Context: an optimization exercise on an open-source flow, tuned for small area, a short achievable clock period and few clock cycles per item. The choices shown serve that exercise and are no tape-out recipe.
In this exercise RTL edits were held to simulation tests only and were not proved equivalent to the original.

## stepper_ramp_pwm_rate_generator_top
module stepper_ramp_pwm_rate_generator_top (
    input  wire logic        clk,
    input  wire logic        rst_n,
    input  wire logic        cfg_we,
    input  wire logic [1:0]  cfg_addr,
    input  wire logic [27:0] cfg_wdata,
    input  wire logic        s_tvalid,
    output logic             s_tready,
    input  wire logic [55:0] s_tdata,
    output logic             m_tvalid,
    input  wire logic        m_tready,
    output logic [63:0]      m_tdata
);
Size in the first run: about 2900 cells after synthesis, roughly 300 flip-flops, about 160 I/O pins, about 26000 um2 of cells after synthesis.
clock: 8.0 ns
lec_check: 0
cap_margin: 20
core_margin: 2
core_utilization: 40
cts_buf_list: sky130_fd_sc_hd__clkbuf_4 sky130_fd_sc_hd__clkbuf_8
cts_cluster_size: 30
setup_slack_margin: 2.0
slew_margin: 20
standard.sh (not shown) runs the stock make flow with config.mk's settings and CLKGATE_MAP_FILE= SYNTH_SCRIPT=/design/flow/synth_recipe.tcl, a recipe that flattens the netlist after the stock synthesis.
==> flow/flow/run.sh <==
#!/bin/bash
# Standard layout, except that the port buffers are the smallest plain
# buffer (buf_1) instead of the delay buffer buffer_ports picks by default.
set -euo pipefail
export BUFFER_PORTS_ARGS="-buffer_cell sky130_fd_sc_hd__buf_1"
bash standard.sh > orfs_make.log 2>&1
The baseline went through all stages and came out clean.
Testbench counts at the start, summed over its fixed seeds: cycles 6,290, items 2,000.
Edit:
==> flow/run.sh (new file) <==
#!/bin/bash
# synth_recipe.tcl (not shown) runs the flow's synth.tcl, then flattens the netlist and writes it again
# the make line also repeats each setting of config.mk as NAME=value (left out here)
make -C /OpenROAD-flow-scripts/flow DESIGN_CONFIG=/design/flow/config.mk WORK_HOME=/design/flow/orfs CLKGATE_MAP_FILE= SYNTH_SCRIPT=/design/flow/synth_recipe.tcl finish
Settings changed: SETUP_SLACK_MARGIN 2.0 to 1.5.
removed: flow/flow/run.sh
removed: flow/standard.sh
Result: Fmax came out lower by 7.1%. Worst setup slack degrades by 440 ps. Final cell count came out lower by 0.53%. Cell area came out higher by about 1.8%. Synthesized area is unchanged. Critical path depth came out higher by 1. Via count stays flat. Sequential cell count is unchanged.
Edit:
==> flow/flow/run.sh (new file) <==
#!/bin/bash
# Standard layout, except that the port buffers are the smallest plain
# buffer (buf_1) instead of the delay buffer buffer_ports picks by default.
set -euo pipefail
export BUFFER_PORTS_ARGS="-buffer_cell sky130_fd_sc_hd__buf_1"
bash standard.sh > orfs_make.log 2>&1
==> flow/standard.sh (new file) <==
#!/bin/bash
# synth_recipe.tcl (not shown) runs the flow's synth.tcl, then flattens the netlist and writes it again
# the make line also repeats each setting of config.mk as NAME=value (left out here)
make -C /OpenROAD-flow-scripts/flow DESIGN_CONFIG=/design/flow/config.mk WORK_HOME=/design/flow/orfs CLKGATE_MAP_FILE= SYNTH_SCRIPT=/design/flow/synth_recipe.tcl "${@:-finish}"
Settings changed: SETUP_SLACK_MARGIN 1.5 to 2.5.
removed: flow/run.sh
Setup slack improved by 700 ps.
First-iteration DRC count decreases by 0.66%.
Wire length grows by 2.2%.
Global-route usage stays flat.
Via count went up by 1.0%.
Area after synthesis does not change.
Final area is higher by 2.4%.
Edit:
==> flow/run.sh (new file) <==
#!/bin/bash
# synth_recipe.tcl (not shown) runs the flow's synth.tcl, then flattens the netlist and writes it again
# the make line also repeats each setting of config.mk as NAME=value (left out here)
make -C /OpenROAD-flow-scripts/flow DESIGN_CONFIG=/design/flow/config.mk WORK_HOME=/design/flow/orfs CLKGATE_MAP_FILE= SYNTH_SCRIPT=/design/flow/synth_recipe.tcl finish
Settings changed: SETUP_SLACK_MARGIN 2.5 to 2.0.
removed: flow/flow/run.sh
removed: flow/standard.sh
Effect:
- setup slack loses 290 ps
- wire length goes down by 1.3%
- die area does not change

* * *

Setup of run 1:
stepper_ramp_pwm_rate_generator_top, a different RTL version from the one above (not shown whole).
Size in the first run: roughly 160 I/O pins.
export LEC_CHECK = 0
export CAP_MARGIN = 20
export CORE_MARGIN = 2
export CORE_UTILIZATION = 40
export CTS_BUF_LIST = sky130_fd_sc_hd__clkbuf_4 sky130_fd_sc_hd__clkbuf_8
export CTS_CLUSTER_SIZE = 30
export SETUP_SLACK_MARGIN = 3.0
export SLEW_MARGIN = 20
create_clock -name core_clock -period 8.0 [get_ports {clk}]
==> flow/flow/run.sh <==
#!/bin/bash
# Standard layout, except that the port buffers are the smallest plain
# buffer (buf_1) instead of the delay buffer buffer_ports picks by default.
set -euo pipefail
export BUFFER_PORTS_ARGS="-buffer_cell sky130_fd_sc_hd__buf_1"
bash standard.sh > orfs_make.log 2>&1
Run 1 | status: complete | timing, DRC, antenna: pass
Testbench counts of run 1, summed over its fixed seeds: cycles 6,059, items 2,000.
> inputs changed (run 1 -> run 2)
- CORE_UTILIZATION now 50, was 40
- SETUP_SLACK_MARGIN now 2.5, was 3.0
Results
- Compared with run 1, run 2 shows a number of detailed-routing iterations run before antenna repair that is 3 higher.
- Cell area in run 2 is 4.2% lower than in run 1
- Relative to run 1, the first-pass GRT wire length measured on run 2 has decreased by a few percent.
- Relative to run 1, the final critical-path share of the clock period of run 2 is lower by 0.73 points.
- When the final numbers for run 1 and run 2 were put side by side, the routability congestion estimate from global placement turned out to be greater in run 2.
- Run 1 was routed with more vias than run 2.
- [compare] base=run 1 new=run 2: area added between synthesis and finish now sits lower; wire length now sits lower.

* * *

stepper_ramp_pwm_rate_generator_top again, from the RTL that the note above started with.
clock: 8.0 ns
lec_check: 0
cap_margin: 20
core_margin: 2
core_utilization: 60
cts_buf_list: sky130_fd_sc_hd__clkbuf_4 sky130_fd_sc_hd__clkbuf_8
cts_cluster_size: 30
setup_slack_margin: 2.5
slew_margin: 20
Scripts as last shown in full above: flow/flow/run.sh
Testbench counts at the start, summed over its fixed seeds: cycles 6,059, items 2,000.
Next try:
--- a/flow/config.mk
+++ b/flow/config.mk
@@ -10 +10 @@
-export CORE_UTILIZATION = 60
+export CORE_UTILIZATION = 40
Global-route usage drops by 11 points.
Via count drops by 1.5%.
Die area climbs by 49%.
Synthesized area stays the same.
Critical path depth drops by 1.
Worst setup slack gains 0.023 ns.
Final area climbs by 1.4%.
Wire length climbs by 5.7%.
First-iteration DRC count drops by 8.4%.
Core utilization drops by 23 points.

-- what the ideal ports hide --
How much do the figures lean on ideal ports? The routed layouts below were timed once more, with nothing changed but the port constraints. Step 1 assumes that a clkbuf_16 drives the clock port and a buf_2 every other input. Step 2 times the ports against the registers' clock, not the clock port: input delays grow and output delays shrink by t, the midpoint of the rising clock arrivals with the driver on. Slacks: ideal / step 1 / step 2; pairs: ideal / step 1.
run | t (ns) | setup WS [ns] | worst setup path at the end | slew at the worst register clock pin (ns) | worst slew at a driven data input, ns
the first run of note 1 | 0.724 | 2.201 / 2.201 / 1.631 | input to register | 0.07 / 0.07 | 0.07
the second run of note 1 | 0.726 | 1.759 / 1.759 / 1.208 | input to register | 0.07 / 0.07 | 0.06
the third run of note 1 | 0.718 | 2.455 / 2.455 / 1.930 | input to register | 0.07 / 0.07 | 0.07
the fourth run of note 1 | 0.728 | 2.166 / 2.166 / 1.564 | input to register | 0.07 / 0.07 | 0.06
run 1 | 0.730 | 2.483 / 2.483 / 2.314 | input to register | 0.07 / 0.07 | 0.06
run 2 | 0.726 | 2.542 / 2.542 / 1.977 | input to register | 0.07 / 0.07 | 0.05
the first run of note 3 | 0.691 | 2.421 / 2.421 / 1.914 | input to register | 0.07 / 0.07 | 0.05
the second run of note 3 | 0.718 | 2.443 / 2.443 / 2.010 | input to register | 0.08 / 0.08 | 0.08
After both steps setup and hold are still met in every run listed. For the fourth run of note 1, which loses most, drivers alone change the setup slack by 0.000 ns; drivers and shift together by -0.602 ns.
